This design comes from an exercise in tuning for small area on the open sky130 flow, not from production work. Function was checked by simulation only, so behaviour that the tests miss may differ from the original.

$ cat design/flow/design.v
package core_pkg;
    localparam int OPND_W = 8;
    localparam int PSUM_W = 32;
    typedef logic signed [OPND_W-1:0] opnd_t;
    typedef logic signed [PSUM_W-1:0] psum_t;
endpackage
package ctrl_pkg;
    typedef enum logic [1:0] {
        EXEC_IDLE,
        EXEC_FEED,
        EXEC_FLUSH,
        EXEC_DRAIN
    } exec_state_t;
    typedef enum logic [1:0] {
        STORE_IDLE,
        STORE_POP,
        STORE_FINISH
    } store_state_t;
    typedef logic [7:0] cnt_t;
endpackage
`timescale 1ns/1ns
module operand_buf #(
    parameter int WIDTH = 32,
    parameter int DEPTH = 16
) (
    input  logic             clk,
    input  logic             rst_n,
    input  logic             i_valid,
    output logic             o_ready,
    input  logic [WIDTH-1:0] i_data,
    input  logic             i_last,
    output logic             o_load_done,
    input  ctrl_pkg::cnt_t             i_rd_addr,
    output logic [WIDTH-1:0] o_rd_data
);
    localparam int AW = (DEPTH > 1) ? $clog2(DEPTH) : 1;
    logic [WIDTH-1:0] mem [DEPTH];
    ctrl_pkg::cnt_t             wr_addr;
    assign o_ready = 1'b1;
    always_ff @(posedge clk) begin
        if (!rst_n) begin
            wr_addr     <= '0;
            o_load_done <= 1'b0;
        end else begin
            o_load_done <= i_valid & i_last;
            if (i_valid) begin
                if (i_last || wr_addr == ctrl_pkg::cnt_t'(DEPTH - 1)) begin
                    wr_addr <= '0;
                end else begin
                    wr_addr <= wr_addr + 1'b1;
                end
            end
        end
    end
    always_ff @(posedge clk) begin
        if (i_valid) begin
            mem[wr_addr[AW-1:0]] <= i_data;
        end
    end
    always_ff @(posedge clk) begin
        o_rd_data <= mem[i_rd_addr[AW-1:0]];
    end
endmodule
`timescale 1ns/1ns
module exec_ctrl #(
    parameter int ROWS      = 2,
    parameter int BUF_DEPTH = 16
) (
    input  logic clk,
    input  logic rst_n,
    input  logic i_exec_start,
    input  logic i_psu_clr,
    input  ctrl_pkg::cnt_t i_depth,
    output ctrl_pkg::cnt_t o_rd_addr,
    output logic o_acc_en,
    output logic o_clr,
    output ctrl_pkg::cnt_t o_drain_row,
    output logic o_drain_wr,
    output logic o_exec_done
);
    ctrl_pkg::exec_state_t state;
    ctrl_pkg::cnt_t        depth_q;
    ctrl_pkg::cnt_t        depth_sel;
    always_comb begin
        if (i_depth == '0) begin
            depth_sel = ctrl_pkg::cnt_t'(1);
        end else if (i_depth > ctrl_pkg::cnt_t'(BUF_DEPTH)) begin
            depth_sel = ctrl_pkg::cnt_t'(BUF_DEPTH);
        end else begin
            depth_sel = i_depth;
        end
    end
    assign o_drain_wr = (state == ctrl_pkg::EXEC_DRAIN);
    always_ff @(posedge clk) begin
        if (!rst_n) begin
            state       <= ctrl_pkg::EXEC_IDLE;
            depth_q     <= ctrl_pkg::cnt_t'(1);
            o_rd_addr   <= '0;
            o_drain_row <= '0;
            o_acc_en    <= 1'b0;
            o_clr       <= 1'b0;
            o_exec_done <= 1'b0;
        end else begin
            o_acc_en    <= (state == ctrl_pkg::EXEC_FEED);
            o_clr       <= 1'b0;
            o_exec_done <= (state == ctrl_pkg::EXEC_DRAIN) && (o_drain_row == ctrl_pkg::cnt_t'(ROWS - 1));
            case (state)
                ctrl_pkg::EXEC_IDLE: begin
                    if (i_exec_start) begin
                        state     <= ctrl_pkg::EXEC_FEED;
                        depth_q   <= depth_sel;
                        o_rd_addr <= '0;
                        o_clr     <= i_psu_clr;
                    end
                end
                ctrl_pkg::EXEC_FEED: begin
                    if (o_rd_addr == depth_q - 1'b1) begin
                        state <= ctrl_pkg::EXEC_FLUSH;
                    end else begin
                        o_rd_addr <= o_rd_addr + 1'b1;
                    end
                end
                ctrl_pkg::EXEC_FLUSH: begin
                    state       <= ctrl_pkg::EXEC_DRAIN;
                    o_drain_row <= '0;
                end
                ctrl_pkg::EXEC_DRAIN: begin
                    if (o_drain_row == ctrl_pkg::cnt_t'(ROWS - 1)) begin
                        state <= ctrl_pkg::EXEC_IDLE;
                    end else begin
                        o_drain_row <= o_drain_row + 1'b1;
                    end
                end
                default: state <= ctrl_pkg::EXEC_IDLE;
            endcase
        end
    end
endmodule
`timescale 1ns/1ns
module mac_array #(
    parameter int ROWS = 2,
    parameter int COLS = 4
) (
    input  logic                 clk,
    input  logic                 rst_n,
    input  logic                 i_clr,
    input  logic                 i_acc_en,
    input  core_pkg::opnd_t [ROWS-1:0]     i_x,
    input  core_pkg::opnd_t [COLS-1:0]     i_y,
    input  ctrl_pkg::cnt_t                 i_drain_row,
    output core_pkg::psum_t [COLS-1:0]     o_row_data
);
    localparam int RW = (ROWS > 1) ? $clog2(ROWS) : 1;
    core_pkg::psum_t                     acc  [ROWS][COLS];
    logic signed [2*core_pkg::OPND_W-1:0] prod [ROWS][COLS];
    always_comb begin
        for (int r = 0; r < ROWS; r++) begin
            for (int c = 0; c < COLS; c++) begin
                prod[r][c] = $signed(i_x[r]) * $signed(i_y[c]);
            end
        end
    end
    always_ff @(posedge clk) begin
        if (!rst_n) begin
            for (int r = 0; r < ROWS; r++) begin
                for (int c = 0; c < COLS; c++) begin
                    acc[r][c] <= '0;
                end
            end
        end else if (i_clr) begin
            for (int r = 0; r < ROWS; r++) begin
                for (int c = 0; c < COLS; c++) begin
                    acc[r][c] <= '0;
                end
            end
        end else if (i_acc_en) begin
            for (int r = 0; r < ROWS; r++) begin
                for (int c = 0; c < COLS; c++) begin
                    acc[r][c] <= acc[r][c] + core_pkg::psum_t'(prod[r][c]);
                end
            end
        end
    end
    always_comb begin
        for (int c = 0; c < COLS; c++) begin
            o_row_data[c] = acc[i_drain_row[RW-1:0]][c];
        end
    end
endmodule
`timescale 1ns/1ns
module sync_fifo #(
    parameter int WIDTH = 128,
    parameter int DEPTH = 4
) (
    input  logic             clk,
    input  logic             rst_n,
    input  logic             i_wr,
    input  logic [WIDTH-1:0] i_din,
    input  logic             i_rd,
    output logic [WIDTH-1:0] o_dout,
    output logic             o_empty,
    output logic             o_full
);
    localparam int AW = (DEPTH > 1) ? $clog2(DEPTH) : 1;
    logic [WIDTH-1:0] mem [DEPTH];
    logic [AW-1:0]    wr_ptr;
    logic [AW-1:0]    rd_ptr;
    logic [AW:0]      count;
    logic             do_wr;
    logic             do_rd;
    assign do_wr   = i_wr & ~o_full;
    assign do_rd   = i_rd & ~o_empty;
    assign o_empty = (count == '0);
    assign o_full  = (count == (AW + 1)'(DEPTH));
    assign o_dout = o_empty ? '0 : mem[rd_ptr];
    always_ff @(posedge clk) begin
        if (!rst_n) begin
            wr_ptr <= '0;
            rd_ptr <= '0;
            count  <= '0;
        end else begin
            if (do_wr) begin
                wr_ptr <= (wr_ptr == AW'(DEPTH - 1)) ? '0 : wr_ptr + 1'b1;
            end
            if (do_rd) begin
                rd_ptr <= (rd_ptr == AW'(DEPTH - 1)) ? '0 : rd_ptr + 1'b1;
            end
            count <= count + (AW + 1)'(do_wr) - (AW + 1)'(do_rd);
        end
    end
    always_ff @(posedge clk) begin
        if (do_wr) begin
            mem[wr_ptr] <= i_din;
        end
    end
endmodule
`timescale 1ns/1ns
module store_ctrl #(
    parameter int TAPU_NUM = 2,
    parameter int ROWS     = 2,
    parameter int COLS     = 4
) (
    input  logic                                   clk,
    input  logic                                   rst_n,
    input  logic                                   i_store_start,
    input  logic [TAPU_NUM-1:0][COLS*core_pkg::PSUM_W-1:0]   i_res_dout,
    output logic [TAPU_NUM-1:0]                    o_res_rd,
    input  logic                                   i_out_full,
    output logic                                   o_out_wr,
    output logic [COLS*core_pkg::PSUM_W-1:0]                 o_out_data,
    output logic                                   o_out_last,
    output logic                                   o_store_done
);
    localparam int TW = (TAPU_NUM > 1) ? $clog2(TAPU_NUM) : 1;
    ctrl_pkg::store_state_t state;
    ctrl_pkg::cnt_t         arr;
    ctrl_pkg::cnt_t         row;
    assign o_out_wr     = (state == ctrl_pkg::STORE_POP) & ~i_out_full;
    assign o_out_data   = i_res_dout[arr[TW-1:0]];
    assign o_out_last   = (arr == ctrl_pkg::cnt_t'(TAPU_NUM - 1)) && (row == ctrl_pkg::cnt_t'(ROWS - 1));
    assign o_store_done = (state == ctrl_pkg::STORE_FINISH);
    always_comb begin
        for (int t = 0; t < TAPU_NUM; t++) begin
            o_res_rd[t] = o_out_wr && (arr == ctrl_pkg::cnt_t'(t));
        end
    end
    always_ff @(posedge clk) begin
        if (!rst_n) begin
            state <= ctrl_pkg::STORE_IDLE;
            arr   <= '0;
            row   <= '0;
        end else begin
            case (state)
                ctrl_pkg::STORE_IDLE: begin
                    if (i_store_start) begin
                        state <= ctrl_pkg::STORE_POP;
                        arr   <= '0;
                        row   <= '0;
                    end
                end
                ctrl_pkg::STORE_POP: begin
                    if (o_out_wr) begin
                        if (row == ctrl_pkg::cnt_t'(ROWS - 1)) begin
                            row <= '0;
                            if (arr == ctrl_pkg::cnt_t'(TAPU_NUM - 1)) begin
                                state <= ctrl_pkg::STORE_FINISH;
                            end else begin
                                arr <= arr + 1'b1;
                            end
                        end else begin
                            row <= row + 1'b1;
                        end
                    end
                end
                ctrl_pkg::STORE_FINISH: state <= ctrl_pkg::STORE_IDLE;
                default: state <= ctrl_pkg::STORE_IDLE;
            endcase
        end
    end
endmodule
`timescale 1ns/1ns
module proc_core #(
    parameter int TAPU_NUM       = 2,
    parameter int ROWS           = 2,
    parameter int COLS           = 4,
    parameter int BUF_DEPTH      = 16,
    parameter int RES_FIFO_DEPTH = 4,
    parameter int OUT_FIFO_DEPTH = 8
) (
    input  logic                              clk,
    input  logic                              rst_n,
    input  logic                              i_x_valid,
    output logic                              o_x_ready,
    input  logic [TAPU_NUM*ROWS*core_pkg::OPND_W-1:0]   i_x_data,
    input  logic                              i_x_last,
    input  logic                              i_y_valid,
    output logic                              o_y_ready,
    input  logic [COLS*core_pkg::OPND_W-1:0]            i_y_data,
    input  logic                              i_y_last,
    output logic                              o_loadx_done,
    output logic                              o_loady_done,
    input  logic                              i_exec_start,
    input  logic                              i_psu_clr,
    input  ctrl_pkg::cnt_t                              i_depth,
    output logic                              o_exec_done,
    input  logic                              i_store_start,
    output logic                              o_store_done,
    output logic                              o_m_valid,
    input  logic                              i_m_ready,
    output logic [COLS*core_pkg::PSUM_W-1:0]            o_m_data,
    output logic                              o_m_last
);
    localparam int X_W   = TAPU_NUM * ROWS * core_pkg::OPND_W;
    localparam int Y_W   = COLS * core_pkg::OPND_W;
    localparam int RES_W = COLS * core_pkg::PSUM_W;
    logic [X_W-1:0]                 x_rd_data;
    logic [Y_W-1:0]                 y_rd_data;
    ctrl_pkg::cnt_t                           rd_addr;
    logic                           acc_en;
    logic                           clr;
    ctrl_pkg::cnt_t                           drain_row;
    logic                           drain_wr;
    logic [TAPU_NUM-1:0][RES_W-1:0] row_data;
    logic [TAPU_NUM-1:0][RES_W-1:0] res_dout;
    logic [TAPU_NUM-1:0]            res_rd;
    logic                           out_full;
    logic                           out_empty;
    logic                           out_wr;
    logic [RES_W-1:0]               out_data;
    logic                           out_last;
    operand_buf #(
        .WIDTH(X_W),
        .DEPTH(BUF_DEPTH)
    ) x_buf (
        .clk        (clk),
        .rst_n      (rst_n),
        .i_valid    (i_x_valid),
        .o_ready    (o_x_ready),
        .i_data     (i_x_data),
        .i_last     (i_x_last),
        .o_load_done(o_loadx_done),
        .i_rd_addr  (rd_addr),
        .o_rd_data  (x_rd_data)
    );
    operand_buf #(
        .WIDTH(Y_W),
        .DEPTH(BUF_DEPTH)
    ) y_buf (
        .clk        (clk),
        .rst_n      (rst_n),
        .i_valid    (i_y_valid),
        .o_ready    (o_y_ready),
        .i_data     (i_y_data),
        .i_last     (i_y_last),
        .o_load_done(o_loady_done),
        .i_rd_addr  (rd_addr),
        .o_rd_data  (y_rd_data)
    );
    exec_ctrl #(
        .ROWS     (ROWS),
        .BUF_DEPTH(BUF_DEPTH)
    ) u_exec_ctrl (
        .clk         (clk),
        .rst_n       (rst_n),
        .i_exec_start(i_exec_start),
        .i_psu_clr   (i_psu_clr),
        .i_depth     (i_depth),
        .o_rd_addr   (rd_addr),
        .o_acc_en    (acc_en),
        .o_clr       (clr),
        .o_drain_row (drain_row),
        .o_drain_wr  (drain_wr),
        .o_exec_done (o_exec_done)
    );
    for (genvar t = 0; t < TAPU_NUM; t++) begin : g_tapu
        mac_array #(
            .ROWS(ROWS),
            .COLS(COLS)
        ) u_mac (
            .clk        (clk),
            .rst_n      (rst_n),
            .i_clr      (clr),
            .i_acc_en   (acc_en),
            .i_x        (x_rd_data[t*ROWS*core_pkg::OPND_W +: ROWS*core_pkg::OPND_W]),
            .i_y        (y_rd_data),
            .i_drain_row(drain_row),
            .o_row_data (row_data[t])
        );
        sync_fifo #(
            .WIDTH(RES_W),
            .DEPTH(RES_FIFO_DEPTH)
        ) u_res_fifo (
            .clk    (clk),
            .rst_n  (rst_n),
            .i_wr   (drain_wr),
            .i_din  (row_data[t]),
            .i_rd   (res_rd[t]),
            .o_dout (res_dout[t]),
            .o_empty(),
            .o_full ()
        );
    end
    store_ctrl #(
        .TAPU_NUM(TAPU_NUM),
        .ROWS    (ROWS),
        .COLS    (COLS)
    ) u_store_ctrl (
        .clk          (clk),
        .rst_n        (rst_n),
        .i_store_start(i_store_start),
        .i_res_dout   (res_dout),
        .o_res_rd     (res_rd),
        .i_out_full   (out_full),
        .o_out_wr     (out_wr),
        .o_out_data   (out_data),
        .o_out_last   (out_last),
        .o_store_done (o_store_done)
    );
    sync_fifo #(
        .WIDTH(RES_W + 1),
        .DEPTH(OUT_FIFO_DEPTH)
    ) u_out_fifo (
        .clk    (clk),
        .rst_n  (rst_n),
        .i_wr   (out_wr),
        .i_din  ({out_last, out_data}),
        .i_rd   (i_m_ready),
        .o_dout ({o_m_last, o_m_data}),
        .o_empty(out_empty),
        .o_full (out_full)
    );
    assign o_m_valid = ~out_empty;
endmodule
$ cat design/flow/run.sh
#!/bin/bash
# synth_recipe.tcl (not shown) runs the flow's synth.tcl, then flattens the netlist and writes it again
# the make line also repeats each setting of config.mk as NAME=value (left out here)
make -C /OpenROAD-flow-scripts/flow DESIGN_CONFIG=/design/flow/config.mk WORK_HOME=/design/flow/orfs CLKGATE_MAP_FILE= SYNTH_SCRIPT=/design/flow/synth_recipe.tcl finish
$ cat design/flow/config.mk
export PLATFORM = sky130hd
export DESIGN_NAME = proc_core
export DESIGN_NICKNAME = proc_core
export VERILOG_FILES = /design/flow/design.v
export SDC_FILE = /design/flow/constraint.sdc
export NUM_CORES = 4
export LEC_CHECK = 0
export CAP_MARGIN = 20
export CORE_MARGIN = 2
export CORE_UTILIZATION = 40
export PLACE_DENSITY = 0.6
export SLEW_MARGIN = 20
$ cat design/flow/constraint.sdc
create_clock -name core_clock -period 6.3 [get_ports {clk}]
set_input_delay 1.2600 -clock core_clock [delete_from_list [all_inputs] [get_ports {clk}]]
set_output_delay 1.2600 -clock core_clock [all_outputs]
set_load 0.01 [all_outputs]
==> reports/metrics.yaml <==
status:
  status: "timing/DRC/antenna clean"
route:
  dr.pass1.iters: 6
  wl_per_cell_um: 24.0
  num_vias: 130000
  drc: 0
  first_iter_violations: 10200
  ant_nets: 0
  routed_wl_mm: 586
  routed_via_density: 5.30
cells_and_area:
  layout.nets: 20000
  nFillCells: 49900
  area_delta_synth_final_pct: 13.2
  layout-drive-gt1-share_pct: 15.1
  final_util_pct: 45.4
critical_path:
  crit_start: "x_buf.o_rd_data[7]"
  required_ns: 7.09
  startpoint_type: "register"
  rr_startpoint: "x_buf.o_rd_data[7]"
  cp-endpoint: "g_tapu[0].u_mac.acc[2][31]"
  crit_path_max_fanout: 8
  critPathKind: "reg2reg"
  rr_worst_depth: 20
  critPathCaptureType: "register"
  cp_data_arrival_time_ns: 6.88
  r2r_slack_ns: 0.20
  r2r_end: "g_tapu[0].u_mac.acc[2][31]"
sta:
  maxSlewHeadroom_pct: 17.8
  final-setup-viol-count: 0
  timing.final.ws_setup_ns: 0.205
  skew_ns: 0.140
  min_period_ns: 6.10
  finalSetupTns_ns: 0
  fin_crit_sh_pct: 96.7
  fmax_ghz: 0.164
  worstMarginPinSlew_ns: 1.22
  hold_viol: 0
  maxSlewViolCount: 0
  rsz0062_at_grt: "true"
synth:
  synth_cell_types: 91
  seq_area_frac_synth_pct: 46.8
  synthCells: 15800
  synth_top_cell_by_area: "edfxtp_1"
  synthFlopType: "edfxtp_1"
  synth_area_sq_um: 226000
  ys_seq_elements: 3752
  yosys-top-cells-area: "edfxtp_1, fa_1, mux4_2"
  synth-edff-count: 3080
  synth_area_per_cell_sq_um: 14.3
  synth.top_cell.area_share_pct: 40.8
  ys.warnings.count: 8
  synthArstFlopShare_pct: 0
global_routing:
  gr-max-usage-layer: "met2"
  gr-total-overflow: 0
  grt_pass1_vias: 138000
  antenna_found_initial: 86
  track_usage_pct: 20.6
  grt_pass1_wl_mm: 887
  grt_max_degree: 135
  grt_util_met2_pct: 33.0
  grtUsageMet3_pct: 4.05
  grt_util_met1_pct: 29.6
placed_design:
  dp_slack_ns: -0.0431
  dpl.hpwl_mm: 413
  place_congestion: 0.866
  io_buffer_count: 215
die:
  start_util_pct: 40.1
  rows: 276
  die_y_um: 756
  dieArea_sq_um: 572000
  io_pins: 218
  die_x_um: 756
  core_area_sq_um: 564000
clock_network:
  cts_root_buf: "clkbuf_16"
  cts.path.max_buffers: 4
  cts_tree: "done"
  cts.htree.levels: 5
  cts_buffers: 408
  clk_pin_slew_ns: 0.06
  clock_latency_ns: 1.06
  clock_sinks: 3752
hold_path:
  hold_path.class: "reg2reg"
  hp-start: "g_tapu[0].u_res_fifo.rd_ptr[1]"
run:
  maxCapViolations: 0
==> cell usage in the layout, fill, tap and decap left out, types with 46 or more instances in the layout <==
master,synthesis,routed
a211oi_1,83,82
a21o_1,216,216
fa_1,2179,2175
nand2_1,807,806
o21a_1,69,69
ha_1,1165,1165
clkbuf_1,504,102
and2_2,0,46
xor2_1,173,173
edfxtp_1,3080,3080
o21ai_0,404,402
xnor2_1,332,332
nand3_1,70,70
mux2i_1,385,385
and2_1,565,506
dfxtp_1,672,626
mux2_2,210,210
clkbuf_16,0,409
nor2_1,867,859
nand2b_1,92,91
nor2b_1,75,75
a21oi_1,424,421
nor3_1,116,111
clkinv_2,0,72
mux4_2,834,834
buf_12,0,127
a22o_1,134,134
clkdlybuf4s50_1,0,214
inv_1,1715,1709
o21bai_1,60,60
buf_4,2,569
==> repair_timing <==
item,4_1_cts,5_1_grt
gates resized for setup,2,51
hold buffers,0,0
endpoints found under the setup margin,2,54
gates cloned,0,1
pin swaps,0,2
buffers inserted,0,3
==> synth_stat cells (all sizes together) (117+ instances only) <==
cell type and count:
mux2i 385, and2 566, nor2 867, inv 1717, fa 2179, a22o 134, nand2 807, a21oi 424
ha 1165, xnor2 332, o21ai 409, edfxtp 3080, a21o 216, xor2 173, dfxtp 672, nor3 117
clkbuf 504, buf 130, mux4 834, mux2 210
==> sequential cells by signal, summed over array words and instances, names as in the netlist, 4 cells and up, named ones only <==
register                  cells
g_tapu.u_mac.acc            512
g_tapu.u_res_fifo.count       6
g_tapu.u_res_fifo.mem      1024
g_tapu.u_res_fifo.rd_ptr      4
g_tapu.u_res_fifo.wr_ptr      4
u_exec_ctrl.depth_q           8
u_exec_ctrl.o_drain_row       8
u_exec_ctrl.o_rd_addr         8
u_out_fifo.count              4
u_out_fifo.mem             1032
u_store_ctrl.arr              8
u_store_ctrl.row              8
x_buf.mem                   512
x_buf.o_rd_data              32
x_buf.wr_addr                 8
y_buf.mem                   512
y_buf.o_rd_data              32
y_buf.wr_addr                 8
==> metrics by stage <==
stage	hold WS (ns)	cell area, sq um	cells
2_1_floorplan	0.440	226000	15800
3_3_place_gp	0.451	243000	23600
3_5_place_dp	0.465	243000	23600
4_1_cts	0.474	256000	24400
5_1_grt	0.497	256000	24400
6_report	0.475	256000	24400
==> area by class of cell <==
cell class                 instances  area (sq um)  area share [%]
multi-input combinational       9743        112000            43.7
sequential                      3752        106000            41.4
clock buffer                     548         11100            4.34
tap                             7506          9390            3.66
timing repair buffer             914          8990            3.51
inverter                        1719          6470            2.52
clock inverter                   214          2230           0.870
antenna                           31          77.6          0.0303
timing repair inverter             1          7.51         0.00293
==> per-layer routing <==
layer  part of all wire (%)  wire length, um
met5                  0.054              315
met4                    1.8            10400
met3                    6.7            39500
met2                     46           272000
met1                     45           265000
==> worst min path at each step <==
| stage | end | slack [ns] | depth (start not counted) |
|---|---|---|---|
| 2_1_floorplan | g_tapu[0].u_mac.acc[7][31] | 0.44 | 2 |
| 3_3_place_gp | g_tapu[0].u_mac.acc[7][31] | 0.45 | 2 |
| 3_5_place_dp | register | 0.47 | 2 |
| 4_1_cts | register | 0.47 | 2 |
| 5_1_grt | register | 0.50 | 2 |
| 6_report | register | 0.48 | 2 |
==> cells by family after synthesis <==
family	share of synthesized area [%]
buf+inv	3.91
fa+ha+maj	25.7
compound gates	4.80
other cells	0.00166
xor+xnor	1.95
mux	11.0
simple gates	5.80
flops	46.8
==> worst max-delay path: stages, from the launching register on <==
cell and delay, ns:
dfxtp_2 0.35, buf_4 0.24, nand2_1 0.18, fa_1 0.56
fa_1 0.59, inv_1 0.12, fa_1 0.51, fa_1 0.43
ha_1 0.30, ha_1 0.29, a21o_1 0.19, a21o_1 0.20
a2111oi_1 0.50, buf_4 0.20, o31ai_2 0.09, a2111oi_2 0.41
o31ai_1 0.18, xnor2_1 0.24, nand2_1 0.10, xor2_1 0.18
nor2_1 0.05

==> port drivers added, routing unchanged <==
The results above use ideal ports. As a check the final layout listed here was re-extracted and re-timed, cells and wires unchanged. Step 1 assumes that a clkbuf_16 drives the clock port and a buf_2 every other input. Step 2 moves the port delays by t, midway between the first and last clock arrival at a register: inputs arrive t later, outputs are due t later. That takes back most of the time a late clock gives input paths. a / b / c = ideal / step 1 / step 2; a / b = the first two.
shift t [ns]: 1.114
slack for setup (ns): 0.205 / 0.205 / 0.205
worst slew at a driven data input, ns: 0.27
After both steps setup and hold are still met in this run. The setup slack of this run moves by 0.000 ns with the drivers and by 0.000 ns with both steps.
